From an optimization exercise on the open Yosys and OpenROAD flow, aimed at small area; shortcuts taken in it are not production practice. Function was checked by simulation only, so behaviour that the tests miss may differ from the original. No driver is modelled on the clock port, so clocking that relies on it looks cheaper here than on a real chip.

$ cat flow/design.v
`default_nettype none
package brs_pkg;
   parameter int DATA_LEN     = 32;
   parameter int ADDR_LEN     = 32;
   parameter int RRF_SEL      = 6;
   parameter int SPECTAG_LEN  = 5;   
   parameter int ALU_OP_WIDTH = 4;
   parameter int OPCODE_LEN   = 7;
   parameter int PAYLOAD_W = ADDR_LEN + DATA_LEN + RRF_SEL + 1 + ALU_OP_WIDTH + SPECTAG_LEN
                             + OPCODE_LEN;
   parameter int RESULT_W  = DATA_LEN + RRF_SEL + 1;
   parameter int DEF_ENT_NUM    = 4;
   parameter int DEF_NUM_RESULT = 3;
   typedef struct packed {
      logic [ADDR_LEN-1:0]     pc;
      logic [DATA_LEN-1:0]     imm;
      logic [RRF_SEL-1:0]      rrftag;
      logic                    dstval;
      logic [ALU_OP_WIDTH-1:0] alu_op;
      logic [SPECTAG_LEN-1:0]  spectag;
      logic [OPCODE_LEN-1:0]   opcode;
   } rs_payload_t;
   typedef struct packed {
      rs_payload_t         payload;
      logic [DATA_LEN-1:0] src1;      
      logic [DATA_LEN-1:0] src2;
      logic                valid1;
      logic                valid2;
      logic                specbit;
   } rs_write_t;
   typedef struct packed {
      logic [DATA_LEN-1:0] data;
      logic [RRF_SEL-1:0]  dst;
      logic                kill_spec;
   } result_t;
endpackage
`default_nettype wire
`timescale 1ns/1ns
`default_nettype none
module brs_top (
   input  wire          clk,
   input  wire          reset,
   input  wire          we1,
   input  wire          we2,
   input  wire [1:0]    waddr1,
   input  wire [1:0]    waddr2,
   input  wire [153:0]  wdata1,
   input  wire [153:0]  wdata2,
   input  wire [116:0]  result,
   input  wire          clearbusy,
   input  wire [1:0]    issueaddr,
   input  wire          prmiss,
   input  wire          prsuccess,
   input  wire [4:0]    prtag,
   input  wire [4:0]    specfixtag,
   output wire [3:0]    busyvec,
   output wire [3:0]    prbusyvec_next,
   output wire [3:0]    ready,
   output wire [31:0]   ex_src1,
   output wire [31:0]   ex_src2,
   output wire [86:0]   payload,
   output wire          specbit
);
   wire [2:0]  live;
   wire [5:0]  dst  [3];
   wire [31:0] data [3];
   for (genvar b = 0; b < 3; b++) begin : g_bus
      assign live[b] = ~result[39*b];
      assign dst[b]  = result[39*b+1 +: 6];
      assign data[b] = result[39*b+7 +: 32];
   end
   reg  [3:0]  busy;
   reg  [3:0]  spec;
   reg  [3:0]  valid1, valid2;
   reg  [31:0] src1 [4];
   reg  [31:0] src2 [4];
   reg  [86:0] pl   [4];
   wire [3:0]  isel;               
   wire [3:0]  sel1, sel2, we;
   wire [2:0]  m1 [4];             
   wire [2:0]  m2 [4];
   wire [3:0]  survive, keep_spec;
   for (genvar e = 0; e < 4; e++) begin : g_ent
      assign isel[e] = issueaddr == 2'(e);
      assign sel1[e] = we1 & (waddr1 == 2'(e));
      assign sel2[e] = we2 & (waddr2 == 2'(e));
      assign we[e]   = sel1[e] | sel2[e];
      for (genvar b = 0; b < 3; b++) begin : g_m
         assign m1[e][b] = ~valid1[e] & live[b] & (src1[e][5:0] == dst[b]);
         assign m2[e][b] = ~valid2[e] & live[b] & (src2[e][5:0] == dst[b]);
      end
      wire        hold  = ~we[e];
      wire        any1  = |m1[e];
      wire        any2  = |m2[e];
      wire [2:0]  h1    = m1[e] & {3{hold}};
      wire [2:0]  h2    = m2[e] & {3{hold}};
      wire        keep1 = hold & ~any1;
      wire        keep2 = hold & ~any2;
      wire [31:0] src1_d, src2_d;
      wire [86:0] pl_d;
      for (genvar i = 0; i < 32; i++) begin : g_op
         brs_ao6 u_s1 (.a1(sel1[e]), .a2(wdata1[35+i]), .b1(sel2[e]), .b2(wdata2[35+i]),
                       .c1(h1[0]), .c2(data[0][i]), .d1(h1[1]), .d2(data[1][i]),
                       .e1(h1[2]), .e2(data[2][i]), .f1(keep1), .f2(src1[e][i]), .y(src1_d[i]));
         brs_ao6 u_s2 (.a1(sel1[e]), .a2(wdata1[3+i]), .b1(sel2[e]), .b2(wdata2[3+i]),
                       .c1(h2[0]), .c2(data[0][i]), .d1(h2[1]), .d2(data[1][i]),
                       .e1(h2[2]), .e2(data[2][i]), .f1(keep2), .f2(src2[e][i]), .y(src2_d[i]));
      end
      for (genvar i = 0; i < 87; i++) begin : g_pl
         brs_ao3 u_p (.a1(sel1[e]), .a2(wdata1[67+i]), .b1(sel2[e]), .b2(wdata2[67+i]),
                      .c1(hold), .c2(pl[e][i]), .y(pl_d[i]));
      end
      always_ff @(posedge clk) begin
         src1[e] <= src1_d;
         src2[e] <= src2_d;
         pl[e]   <= pl_d;
      end
      always_ff @(posedge clk) begin
         if (reset) begin
            valid1[e] <= 1'b0;
            valid2[e] <= 1'b0;
         end else begin
            valid1[e] <= (sel1[e] & wdata1[2]) | (sel2[e] & wdata2[2]) | (hold & (valid1[e] | any1));
            valid2[e] <= (sel1[e] & wdata1[1]) | (sel2[e] & wdata2[1]) | (hold & (valid2[e] | any2));
         end
      end
      assign survive[e]   = (pl[e][11:7] & specfixtag) == 5'd0;
      assign keep_spec[e] = pl[e][11:7] != prtag;
      assign ready[e]     = busy[e] & valid1[e] & valid2[e];
   end
   assign busyvec        = busy;
   assign prbusyvec_next = busy & survive;
   wire [3:0] spec_next = spec & keep_spec;
   assign specbit = |(isel & (prsuccess ? spec_next : spec));
   always_ff @(posedge clk) begin
      if (reset) begin
         busy <= 4'd0;
         spec <= 4'd0;
      end else if (prmiss) begin
         busy <= busy & survive;
         spec <= 4'd0;
      end else if (prsuccess) begin
         spec <= spec_next;
         busy <= busy & ~({4{clearbusy}} & isel);
      end else begin
         busy <= (busy | we) & ~({4{clearbusy}} & isel);
         spec <= (spec & ~we) | (sel1 & {4{wdata1[0]}}) | (sel2 & {4{wdata2[0]}});
      end
   end
   wire [2:0] f1, f2;
   wire [3:0] r1, r2;
   assign f1 = ({3{isel[0]}} & m1[0]) | ({3{isel[1]}} & m1[1]) | ({3{isel[2]}} & m1[2]) | ({3{isel[3]}} & m1[3]);
   assign f2 = ({3{isel[0]}} & m2[0]) | ({3{isel[1]}} & m2[1]) | ({3{isel[2]}} & m2[2]) | ({3{isel[3]}} & m2[3]);
   assign r1 = isel & {4{~|f1}};
   assign r2 = isel & {4{~|f2}};
   for (genvar i = 0; i < 32; i++) begin : g_ex
      brs_ao7 u_x1 (.a1(r1[0]), .a2(src1[0][i]), .b1(r1[1]), .b2(src1[1][i]),
                    .c1(r1[2]), .c2(src1[2][i]), .d1(r1[3]), .d2(src1[3][i]),
                    .e1(f1[0]), .e2(data[0][i]), .f1(f1[1]), .f2(data[1][i]),
                    .g1(f1[2]), .g2(data[2][i]), .y(ex_src1[i]));
      brs_ao7 u_x2 (.a1(r2[0]), .a2(src2[0][i]), .b1(r2[1]), .b2(src2[1][i]),
                    .c1(r2[2]), .c2(src2[2][i]), .d1(r2[3]), .d2(src2[3][i]),
                    .e1(f2[0]), .e2(data[0][i]), .f1(f2[1]), .f2(data[1][i]),
                    .g1(f2[2]), .g2(data[2][i]), .y(ex_src2[i]));
   end
   for (genvar i = 0; i < 87; i++) begin : g_rd
      brs_ao4 u_rd (.a1(isel[0]), .a2(pl[0][i]), .b1(isel[1]), .b2(pl[1][i]),
                    .c1(isel[2]), .c2(pl[2][i]), .d1(isel[3]), .d2(pl[3][i]), .y(payload[i]));
   end
endmodule
module brs_ao3 (input wire a1, a2, b1, b2, c1, c2, output wire y);
   assign y = (a1 & a2) | (b1 & b2) | (c1 & c2);
endmodule
module brs_ao4 (input wire a1, a2, b1, b2, c1, c2, d1, d2, output wire y);
   assign y = (a1 & a2) | (b1 & b2) | (c1 & c2) | (d1 & d2);
endmodule
module brs_ao6 (input wire a1, a2, b1, b2, c1, c2, d1, d2, e1, e2, f1, f2, output wire y);
   wire n1, n2;
   brs_aoi222 u_lo (.a1(a1), .a2(a2), .b1(b1), .b2(b2), .c1(c1), .c2(c2), .y(n1));
   brs_aoi222 u_hi (.a1(d1), .a2(d2), .b1(e1), .b2(e2), .c1(f1), .c2(f2), .y(n2));
   assign y = ~(n1 & n2);
endmodule
module brs_aoi222 (input wire a1, a2, b1, b2, c1, c2, output wire y);
   assign y = ~((a1 & a2) | (b1 & b2) | (c1 & c2));
endmodule
module brs_ao7 (input wire a1, a2, b1, b2, c1, c2, d1, d2, e1, e2, f1, f2, g1, g2, output wire y);
   assign y = (a1 & a2) | (b1 & b2) | (c1 & c2) | (d1 & d2) | (e1 & e2) | (f1 & f2) | (g1 & g2);
endmodule
`default_nettype wire
$ cat flow/flow/run.sh
#!/bin/bash
# Standard ORFS layout through the standard.sh, with these changes:
#  - synthesis is synth_recipe.tcl unchanged except that Yosys's abc call uses an
#    area-oriented ABC script (flow/abc_area.script); registers are mapped before abc,
#    so they are exactly those of the standard synthesis;
#    the brs_ao* bit cells keep their hierarchy through abc, so each is mapped on its own,
#    and are flattened afterwards as synth_recipe.tcl does;
#  - a222oi_1 cells, whose pins the detailed router struggles to reach, get one free site
#    on each side in every detailed placement (flow/pad_a222oi.tcl, run before
#    detailed placement, clock tree synthesis and global routing);
#  - port buffers use the smallest buffer cell.
# Each tool's output goes to logs under orfs/logs; make's output to standard_flow.log.
set -euo pipefail
W=$(pwd)
export MY_ABC_SCRIPT="$W/flow/abc_area.script"
{
  head -n 1 synth_recipe.tcl
  cat <<'EOT'
proc abc {args} {
  set i [lsearch -exact $args -script]
  if {$i >= 0} { lset args [expr {$i + 1}] $::env(MY_ABC_SCRIPT) }
  yosys abc {*}$args
}
EOT
  tail -n +2 synth_recipe.tcl
} > "$W/area_synth.tcl"
bash standard.sh \
  "SYNTH_SCRIPT=$W/area_synth.tcl" \
  "SYNTH_KEEP_MODULES=brs_ao3 brs_ao4 brs_ao6 brs_ao7 brs_aoi222" \
  "PRE_DETAIL_PLACE_TCL=$W/flow/pad_a222oi.tcl" \
  "PRE_CTS_TCL=$W/flow/pad_a222oi.tcl" \
  "PRE_GLOBAL_ROUTE_TCL=$W/flow/pad_a222oi.tcl" \
  "BUFFER_PORTS_ARGS=-buffer_cell sky130_fd_sc_hd__buf_1" \
  finish > standard_flow.log 2>&1
$ cat flow/flow/abc_area.script
strash
&get -n
&st
&dch
&nf -R 1000
&st
&dch
&nf -R 1000
&put
$ cat flow/flow/pad_a222oi.tcl
# Room beside each a222oi_1 for the detailed router to reach its pins.
set_placement_padding -masters sky130_fd_sc_hd__a222oi_1 -left 1 -right 1
$ cat flow/standard.sh
#!/bin/bash
# synth_recipe.tcl (not shown) runs the flow's synth.tcl, then flattens the netlist and writes it again
# the make line also repeats each setting of config.mk as NAME=value (left out here)
make -C /OpenROAD-flow-scripts/flow DESIGN_CONFIG=/design/flow/config.mk WORK_HOME=/design/flow/orfs CLKGATE_MAP_FILE= SYNTH_SCRIPT=/design/flow/synth_recipe.tcl "${@:-finish}"
$ cat flow/config.mk
export PLATFORM = sky130hd
export DESIGN_NAME = brs_top
export DESIGN_NICKNAME = brs_top
export VERILOG_FILES = /design/flow/design.v
export SDC_FILE = /design/flow/constraint.sdc
export NUM_CORES = 4
export LEC_CHECK = 0
export CAP_MARGIN = 0
export CORE_MARGIN = 2
export CORE_UTILIZATION = 45
export CTS_BUF_LIST = sky130_fd_sc_hd__clkbuf_16
export CTS_CLUSTER_DIAMETER = 100
export CTS_CLUSTER_SIZE = 25
export SETUP_SLACK_MARGIN = 0.03
export SLEW_MARGIN = 0
$ cat flow/constraint.sdc
create_clock -name core_clock -period 5.0 [get_ports {clk}]
set_input_delay 1.0000 -clock core_clock [delete_from_list [all_inputs] [get_ports {clk}]]
set_output_delay 1.0000 -clock core_clock [all_outputs]
set_load 0.01 [all_outputs]
==> notes.md <==
[cells in the mapped netlist (6+ instances only)]
| cell type | count | area [µm²] |
|---|---|---|
| dfxtp_1 | 620 | 12400 |
| nand4_1 | 11 | 68.8 |
| and3_1 | 9 | 56.3 |
| a222oi_1 | 931 | 9320 |
| nand2_1 | 357 | 1340 |
| xor2_1 | 51 | 447 |
| o221ai_1 | 9 | 78.8 |
| a21oi_1 | 24 | 120 |
| o21ai_0 | 18 | 90.1 |
| xnor2_1 | 20 | 175 |
| nand3_1 | 90 | 450 |
| clkinv_1 | 410 | 1540 |
| a2111oi_0 | 28 | 245 |
| or2_0 | 6 | 37.5 |
| a22oi_1 | 319 | 2390 |
| a221oi_1 | 12 | 105 |
| a22o_1 | 6 | 52.6 |
| nor2_1 | 62 | 233 |
| o22ai_1 | 36 | 225 |
[cell families after synthesis]
family,share of synthesized area [%]
AO/OA/AOI/OAI,43.1
XOR/XNOR,2.09
buffers and inverters,5.18
flip-flops,41.8
AND/OR/NAND/NOR,7.82
[per-module statistics from Yosys (local to each module, per instance)]
| module | cells | area, µm² | flip-flops and latches |
|---|---|---|---|
| brs_ao4 | 3 | 18.8 | 0 |
| brs_ao6 | 1 | 3.75 | 0 |
| brs_ao3 | 2 | 13.8 | 0 |
| brs_aoi222 | 1 | 10.0 | 0 |
| brs_top | 1079 | 15300 | 620 |
| brs_ao7 | 4 | 30.0 | 0 |
[stage by stage]
| stage | worst slack (ns) | cells | TNS (ns) | hold slack (ns) |
|---|---|---|---|---|
| after CTS | 0.0707 | 4753 | 0 | 0.487 |
| after detailed placement | -0.194 | 4715 | -3.94 | 0.462 |
| after global placement | -0.246 | 4715 | -4.71 | 0.455 |
| after floorplan | -0.434 | 3060 | -60.28 | 0.447 |
[worst max path at each step]
stage                        from                  to  cells after the start
4_1_cts        src1[3][1]$_DFF_P_         ex_src1[24]                     12
3_5_place_dp           result[84]         ex_src1[24]                     14
3_3_place_gp           result[84]         ex_src1[31]                     13
2_1_floorplan                 we2  busy[0]$_SDFF_PP0_                      8
[power groups by stage]
| stage | clock network [mW] | logic (mW) | registers, mW |
|---|---|---|---|
| floorplan | 0 | 2.54 | 6.74 |
| global placement | 0 | 4.23 | 7.08 |
| detailed placement | 0 | 4.35 | 7.13 |
| CTS | 2.91 | 4.38 | 7.02 |
[repair_timing]
item,CTS
endpoints found under the setup margin,57
hold buffers,0
resized for setup,8
pin swaps,2
==> results.py <==
metrics = {
    "logic_synthesis": {
        "synth-main-ff-cell": "dfxtp_1",
        "synthDistinctLibCells": 37,
        "ys_seq_area_share_pct": 41.8,
        "synth-seq-cells": 620,
        "ys_async_sr_fraction_pct": 0,
        "yosys_warnings": 7,
        "synthCells": 3060,
        "synth.avg_cell_area_um2": 9.71,
        "syn-cell-area_um2": 29700,
        "synth_fp_nets": 3508,
        "synth_edf_count": 0,
    },
    "status": {
        "status": "stopped before the end",
        "firstError": "[ERROR DPL-0033] detailed placement checks failed during check placement.",
        "haltStage": "global routing (5_1_grt)",
    },
    "floorplan": {
        "dieHeight_um": 261,
        "die_width_um": 261,
        "std_cell_rows": 94,
        "start_util_pct": 45.3,
        "io_pins": 612,
    },
    "clock_tree": {
        "cts.sinks": 620,
        "post-cts-setup-buffer-count": 0,
        "cts_buffers": 30,
    },
    "placement": {
        "dpl_cell_area_um2": 35200,
        "hpwl_um": 104000,
        "io_buffers": 611,
        "gp_congestion": 1.00,
    },
    "grt": {
        "antenna_found_initial": 43,
        "grt_max_degree": 155,
    },
    "timing": {
        "endpoint_type": "primary output",
        "grt-worst-endpoint": "ex_src2[28]",
    },
}
